Background: an optimization exercise with open tools, aiming at small area, a short achievable clock period and few clock cycles. Do not read the settings as production practice.
Where RTL was checked, it was by simulation tests only, not by an equivalence proof against the original.

==> lagoon: inputs <==
// weight_update
module weight_update
(
   input  logic  clk,
   input  logic  reset,
   input  logic  cmd_valid,
   input  logic  cmd_init,
   output logic  cmd_ready,
   input  wu_pkg::word_t weight_in,
   input  logic  weight_valid,
   output logic  weight_ready,
   input  wu_pkg::word_t gradient_in,
   input  logic  gradient_valid,
   output logic  gradient_ready,
   output wu_pkg::word_t result_out,
   output logic  result_valid,
   input  logic  result_ready,
   input  wu_pkg::len_t  total_length,
   input  wu_pkg::node_t node_id,
   input  wu_pkg::node_t num_node,
   output wu_pkg::addr_t avs_address,
   output wu_pkg::word_t avs_writedata,
   output logic  avs_read,
   output logic  avs_write,
   input  wu_pkg::word_t avs_readdata,
   input  logic  avs_waitrequest,
   input  logic  avs_readdatavalid
);
   localparam int CNT_W = $clog2(wu_pkg::NSLOT + 1);
   localparam int HI_W  = wu_pkg::ADDR_W - wu_pkg::LG_SLICE_WORDS;
   typedef enum logic [1:0] {S_IDLE, S_INIT, S_WALK} state_t;
   state_t        state, state_n;
   logic          cmd_rdy_q;
   logic          init_done, init_done_n;
   logic          wrdy_q;          
   logic          grdy_q;          
   logic [CNT_W-1:0] rd_cnt;       
   wu_pkg::word_t upd_q;           
   logic          w_need, w_need_n;      
   logic          res_need, res_need_n;  
   logic          rd_act;
   wu_pkg::addr_t rd_addr;
   logic          rd_cross;
   wu_pkg::addr_t wr_addr;
   logic [HI_W-1:0] wr_prev_hi;
   logic [wu_pkg::LG_SLICE_WORDS-1:0] wr_lo;
   logic          wr_behind;
   wu_pkg::word_t head;
   logic          head_empty, head_empty_n;
   logic          buf_full, buf_full_n;
   localparam int GL_W = wu_pkg::LANE_W - wu_pkg::LR_SHIFT;
   logic [wu_pkg::LANES*GL_W-1:0] gsh_q;    
   logic          g_full, g_full_n;
   logic          g_take;
   wu_pkg::word_t upd_word;
   logic bus_free, wr_acc, upd_free, load, w_take;
   logic wr_cand, rd_cand, issue_rd, issue_wr;
   logic walk_start, init_end, walk_end, cmd_acc;
   logic start_pend;               
   logic walker_start;
   logic rd_cnt_nz_n;
   logic in_init, in_walk, take_last;
   assign in_init = (state == S_INIT);
   assign in_walk = (state == S_WALK);
  ...
clock: 6.0 ns
lec_check: 0
abc_clock_period_in_ps: 2500
cap_margin: 20
core_margin: 2
core_utilization: 50
cts_buf_list: sky130_fd_sc_hd__clkbuf_4 sky130_fd_sc_hd__clkbuf_8
cts_cluster_size: 30
setup_slack_margin: 3.5
slew_margin: 20
synth_hierarchical: 1
synth_minimum_keep_size: 0
standard.sh (not shown) runs the stock make flow with config.mk's settings and CLKGATE_MAP_FILE= SYNTH_SCRIPT=/design/flow/synth_recipe.tcl, a recipe that flattens the netlist after the stock synthesis.
==> flow/flow/run.sh <==
#!/bin/bash
# Standard layout, with the smallest buffer as the port buffer instead of
# the default delay buffer (the timing repairs upsize it where needed),
# and a clock tree without dummy loads.
set -euo pipefail
bash standard.sh \
  "BUFFER_PORTS_ARGS=-buffer_cell sky130_fd_sc_hd__buf_1" \
  "CTS_ARGS=-sink_clustering_enable -repair_clock_nets -sink_clustering_size 20 -sink_clustering_max_diameter 80 -buf_list {sky130_fd_sc_hd__clkbuf_8 sky130_fd_sc_hd__clkbuf_16} -dont_use_dummy_load" \
  finish > standard.log 2>&1
==> ember (differences from lagoon) <==
--- a/flow/design.v
+++ b/flow/design.v
@@ -25,65 +25,44 @@
    input  logic          rd_en,
    output logic [DW-1:0] rd_data,
    output logic          empty,
    output logic          full,
    output logic          empty_n,    
    output logic          full_n      
 );
-   localparam int RD    = DEPTH - 1;                
-   localparam int PTR_W = (RD > 1) ? $clog2(RD) : 1;
-   localparam int CNT_W = $clog2(RD + 1);
-   logic [DW-1:0]    head;
-   logic             head_v;
-   logic [DW-1:0]    mem [RD];
+   localparam int PTR_W = (DEPTH > 1) ? $clog2(DEPTH) : 1;
+   logic [DW-1:0]    mem [DEPTH];
    logic [PTR_W-1:0] wr_ptr;
    logic [PTR_W-1:0] rd_ptr;
-   logic [CNT_W-1:0] cnt;          
-   logic             rest_v;       
-   logic             to_head;      
-   logic             head_load;
-   logic             pull;         
-   logic             put;
-   logic [CNT_W-1:0] cnt_n;
-   logic             head_v_n;
-   assign rd_data = head;
-   assign rest_v  = (cnt != '0);
-   assign pull      = rest_v && (rd_en || !head_v);
-   assign to_head   = !rest_v && (rd_en || !head_v);
-   assign head_load = pull || (to_head && wr_en);
-   assign put       = wr_en && !to_head;
+   logic [PTR_W:0]   level;
+   logic [PTR_W:0]   level_n;
+   assign rd_data = mem[rd_ptr];
    always_comb begin
-      cnt_n = cnt;
-      if (put && !pull) cnt_n = cnt + 1'b1;
-      else if (pull && !put) cnt_n = cnt - 1'b1;
-      head_v_n = head_load || (head_v && !rd_en);
+      level_n = level;
+      if (wr_en && !rd_en) level_n = level + 1'b1;
+      else if (rd_en && !wr_en) level_n = level - 1'b1;
    end
-   assign empty_n = !head_v_n;
-   assign full_n  = head_v_n && (cnt_n == CNT_W'(RD));
+   assign empty_n = (level_n == '0);
+   assign full_n  = (level_n == (PTR_W+1)'(DEPTH));
    always_ff @(posedge clk) begin
-      if (head_load) head <= rest_v ? mem[rd_ptr] : wr_data;
-      for (int i = 0; i < RD; i++) begin
-         if (wr_en && (wr_ptr == PTR_W'(i))) mem[i] <= wr_data;
-      end
+      if (wr_en) mem[wr_ptr] <= wr_data;
    end
    always_ff @(posedge clk) begin
       if (reset) begin
          wr_ptr <= '0;
          rd_ptr <= '0;
-         cnt    <= '0;
-         head_v <= 1'b0;
+         level  <= '0;
          empty  <= 1'b1;
          full   <= 1'b0;
       end else begin
-         if (wr_en) wr_ptr <= (wr_ptr == PTR_W'(RD - 1)) ? '0 : wr_ptr + 1'b1;
-         if (pull || (wr_en && to_head)) rd_ptr <= (rd_ptr == PTR_W'(RD - 1)) ? '0 : rd_ptr + 1'b1;
-         cnt    <= cnt_n;
-         head_v <= head_v_n;
-         empty  <= empty_n;
-         full   <= full_n;
+         if (wr_en) wr_ptr <= (wr_ptr == PTR_W'(DEPTH - 1)) ? '0 : wr_ptr + 1'b1;
+         if (rd_en) rd_ptr <= (rd_ptr == PTR_W'(DEPTH - 1)) ? '0 : rd_ptr + 1'b1;
+         level <= level_n;
+         empty <= empty_n;
+         full  <= full_n;
       end
    end
 endmodule
 `timescale 1ns/100ps
 module slice_walker
 (
    input  logic  clk,
@@ -110,25 +89,27 @@
    logic [wu_pkg::LG_SLICE_WORDS-1:0] lo;
    wu_pkg::node_t                     si;         
    logic                              crossed_q;  
    logic                              at_own_q;
    logic                              at_last_q;
    logic [8:0]                        xq;         
    logic [HI_W-1:0]                   hi_next;
+   logic [HI_W-1:0]                   hi_cur;
    logic                              slice_end;
    logic [HI_W:0]                     left;       
    logic [HI_W:0]                     left_dec;
    logic [HI_W:0]                     left_nz;    
    logic                              part;       
    logic                              le1_q, le2_q, le1;
-   assign first_slice = (start_lin || first0_q) ? 8'd0 : node_id + 1'b1;
+   assign first_slice = (start_lin || (node_id == num_node - 1'b1)) ? 8'd0 : node_id + 1'b1;
    assign slice_end  = &lo;
    assign slice_done = step && slice_end;
    assign addr_valid = active;
-   assign addr       = {hi, lo};
+   assign hi_cur     = crossed_q ? hi_next : hi;
+   assign addr       = {hi_cur, lo};
    fast_add #(.W(HI_W)) i_hi_add (
       .a (hi), .b ({{(HI_W-9){xq[8]}}, xq}), .cin (1'b1), .sum (hi_next), .cout ()
    );
    assign left_nz[0] = left[0];
    for (genvar i = 1; i <= HI_W; i++) begin : g_dec
       assign left_nz[i] = |left[i:0];
       assign left_dec[i] = left[i] ^ !left_nz[i-1];
@@ -164,17 +145,17 @@
          hi        <= HI_W'(first_slice);
          lo        <= '0;
          si        <= first_slice;
          left      <= total_length[wu_pkg::ADDR_W:3];
       end else begin
          if (step) lo <= lo + 1'b1;
          crossed_q <= step && slice_end;
-         if (step && slice_end) hi <= hi_next;
          if (step && slice_end && at_own_q && le1) active <= 1'b0;
          if (crossed_q) begin
+            hi <= hi_next;
             si <= at_last_q ? 8'd0 : si + 1'b1;
             if (!le1_q) left <= left_dec;
          end
       end
    end
 endmodule
 `timescale 1ns/100ps
@@ -303,17 +284,14 @@
    logic [wu_pkg::LANES*GL_W-1:0] gsh_q;    
    logic          g_full, g_full_n;
    logic          g_take;
    wu_pkg::word_t upd_word;
    logic bus_free, wr_acc, upd_free, load, w_take;
    logic wr_cand, rd_cand, issue_rd, issue_wr;
    logic walk_start, init_end, walk_end, cmd_acc;
-   logic start_pend;               
-   logic walker_start;
-   logic rd_cnt_nz_n;
    logic in_init, in_walk, take_last;
    assign in_init = (state == S_INIT);
    assign in_walk = (state == S_WALK);
    for (genvar i = 0; i < wu_pkg::LANES; i++) begin : g_lane
       logic [GL_W-1:0] gl;
       assign gl = gsh_q[i*GL_W +: GL_W];
       fast_add #(.W(wu_pkg::LANE_W)) i_sub (
@@ -338,63 +316,57 @@
    assign g_take = grdy_q && gradient_valid;
    assign load   = !head_empty && upd_free && (in_init || (in_walk && g_full));
    assign wr_cand  = load || (w_need && !avs_write);
    assign rd_cand  = in_walk && rd_act && (rd_cnt < CNT_W'(wu_pkg::NSLOT));
    assign issue_rd = bus_free && rd_cand;
    assign issue_wr = bus_free && !rd_cand && wr_cand;
    assign init_end   = in_init && init_done && head_empty && (!w_need || wr_acc);
-   assign walk_start   = start_pend || init_end;
-   assign walker_start = walk_start || (cmd_acc && cmd_init);
-   assign walk_end     = in_walk && !start_pend && !rd_act && (rd_cnt == '0) && upd_free;
+   assign walk_start = (cmd_acc && !cmd_init) || init_end;
+   assign walk_end   = in_walk && !rd_act && (rd_cnt == '0) && upd_free;
    slice_walker i_walker (
       .clk (clk), .reset (reset),
-      .start (walker_start), .start_lin (state == S_IDLE), .lin (in_init),
+      .start (walk_start || cmd_acc), .start_lin ((state == S_IDLE) && cmd_init), .lin (in_init),
       .step (in_init ? w_take : issue_rd),
       .node_id (node_id), .num_node (num_node), .total_length (total_length),
       .addr_valid (rd_act), .addr (rd_addr), .slice_done (rd_cross), .len_last (take_last)
    );
    assign wr_addr = {wr_behind ? wr_prev_hi : rd_addr[wu_pkg::ADDR_W-1:wu_pkg::LG_SLICE_WORDS], wr_lo};
    always_ff @(posedge clk) begin
       if (rd_cross) wr_prev_hi <= rd_addr[wu_pkg::ADDR_W-1:wu_pkg::LG_SLICE_WORDS];
-      if (reset || walker_start) begin
+      if (reset || walk_start || cmd_acc) begin
          wr_lo     <= '0;
          wr_behind <= 1'b0;
       end else begin
          if (issue_wr) wr_lo <= wr_lo + 1'b1;
          if (rd_cross != (issue_wr && (&wr_lo))) wr_behind <= rd_cross;
       end
    end
    sync_fifo #(.DW(wu_pkg::WORD_W), .DEPTH(wu_pkg::NSLOT)) i_buf (
       .clk (clk), .reset (reset),
       .wr_data (in_init ? weight_in : avs_readdata), .wr_en (in_init ? w_take : avs_readdatavalid),
       .rd_en (load), .rd_data (head), .empty (head_empty), .full (buf_full),
       .empty_n (head_empty_n), .full_n (buf_full_n)
    );
    always_comb begin
-      if (rd_cnt > CNT_W'(1)) rd_cnt_nz_n = 1'b1;
-      else if (rd_cnt == CNT_W'(1)) rd_cnt_nz_n = issue_rd || !(load && in_walk);
-      else rd_cnt_nz_n = issue_rd;
-   end
-   always_comb begin
       state_n = state;
       case (state)
          S_IDLE:  if (cmd_acc) state_n = cmd_init ? S_INIT : S_WALK;
          S_INIT:  if (init_end) state_n = S_WALK;
          S_WALK:  if (walk_end) state_n = S_IDLE;
          default: state_n = S_IDLE;
       endcase
       w_need_n   = load ? 1'b1 : (w_need && !wr_acc);
       res_need_n = load ? in_walk : (res_need && !result_ready);
       init_done_n = cmd_acc ? 1'b0 : (init_done || (w_take && take_last));
       g_full_n    = g_take || (g_full && !load);
    end
    always_ff @(posedge clk) begin
-      if (g_take || (state == S_IDLE)) begin
+      if (reset || g_take || load) begin
          for (int i = 0; i < wu_pkg::LANES; i++) begin
-            gsh_q[i*GL_W +: GL_W] <= (state == S_IDLE) ? '0 : gradient_in[i*wu_pkg::LANE_W + wu_pkg::LR_SHIFT +: GL_W];
+            gsh_q[i*GL_W +: GL_W] <= (g_take && !reset) ? gradient_in[i*wu_pkg::LANE_W + wu_pkg::LR_SHIFT +: GL_W] : '0;
          end
       end
    end
    always_ff @(posedge clk) begin
       if (load) upd_q <= upd_word;
       if (issue_rd) avs_address <= rd_addr;
       else if (issue_wr) avs_address <= wr_addr;
@@ -404,31 +376,29 @@
          state     <= S_IDLE;
          cmd_rdy_q <= 1'b0;
          init_done <= 1'b0;
          wrdy_q    <= 1'b0;
          grdy_q    <= 1'b0;
          g_full    <= 1'b0;
          rd_cnt    <= '0;
-         start_pend <= 1'b0;
          w_need    <= 1'b0;
          res_need  <= 1'b0;
          avs_read  <= 1'b0;
          avs_write <= 1'b0;
       end else begin
          if (bus_free) begin
             avs_read  <= issue_rd;
             avs_write <= issue_wr;
          end
          rd_cnt    <= rd_cnt + CNT_W'(issue_rd) - CNT_W'(load && in_walk);
-         start_pend <= cmd_acc && !cmd_init;
          state     <= state_n;
          w_need    <= w_need_n;
          res_need  <= res_need_n;
          init_done <= init_done_n;
          cmd_rdy_q <= (state_n == S_IDLE);
          wrdy_q    <= (state_n == S_INIT) && !init_done_n && !buf_full_n;
          g_full    <= g_full_n;
          grdy_q    <= (state_n == S_WALK) && !g_full_n &&
-                      rd_cnt_nz_n;
+                      ((rd_cnt + CNT_W'(issue_rd) - CNT_W'(load && in_walk)) != '0);
       end
    end
 endmodule
==> flow/run.sh (new file) <==
#!/bin/bash
# synth_recipe.tcl (not shown) runs the flow's synth.tcl, then flattens the netlist and writes it again
# the make line also repeats each setting of config.mk as NAME=value (left out here)
make -C /OpenROAD-flow-scripts/flow DESIGN_CONFIG=/design/flow/config.mk WORK_HOME=/design/flow/orfs CLKGATE_MAP_FILE= SYNTH_SCRIPT=/design/flow/synth_recipe.tcl finish
- CORE_UTILIZATION: 50 -> 65
- CTS_BUF_LIST: sky130_fd_sc_hd__clkbuf_4 sky130_fd_sc_hd__clkbuf_8 -> not set
- CTS_CLUSTER_SIZE: 30 -> not set
removed: flow/flow/run.sh
removed: flow/standard.sh
==> comparison <==
Between ember and lagoon, the lower critical path depth is in ember (gap 4). Against lagoon, the cell count of ember is larger by about 1.6%. lagoon passed the timing, DRC and antenna checks. ember finished clean. Between ember and lagoon, the lower routed wire length is in lagoon (gap about 35%, measured against lagoon). Against ember, the clock-buffer cell count of lagoon is lower by 36. Synthesized cell count: lagoon is higher than ember (0.67%).
Testbench counts of ember, summed over its fixed seeds: cycles 20,526.
Only the layout flow was run in lagoon; the RTL was not checked for function there.

[port drivers added, routing unchanged]
No port has a modelled driver above. Below, the same layouts with a new extraction and two added sets of constraints.
Step 1: set_driving_cell puts a clkbuf_16 on clk and a buf_2 on each other input, an assumption about the parent block.
Step 2 times the ports against the registers' clock, not the clock port: input delays grow and output delays shrink by t, the midpoint of the rising clock arrivals with the driver on.
Three values: ideal, step 1, step 2; two values: the first two.
run | shift t [ns] | slack for setup (ns) | hold WS [ns] | worst register clock-pin slew, ns
lagoon | 0.639 | 3.307 / 3.296 / 2.657 | 0.448 / 0.448 / 0.448 | 0.09 / 0.09
ember | 0.607 | 3.110 / 3.110 / 2.670 | 0.460 / 0.460 / 0.460 | 0.07 / 0.07
After both steps every run listed still meets setup and hold. For lagoon, which loses most, drivers alone change the setup slack by -0.011 ns; drivers and shift together by -0.650 ns.
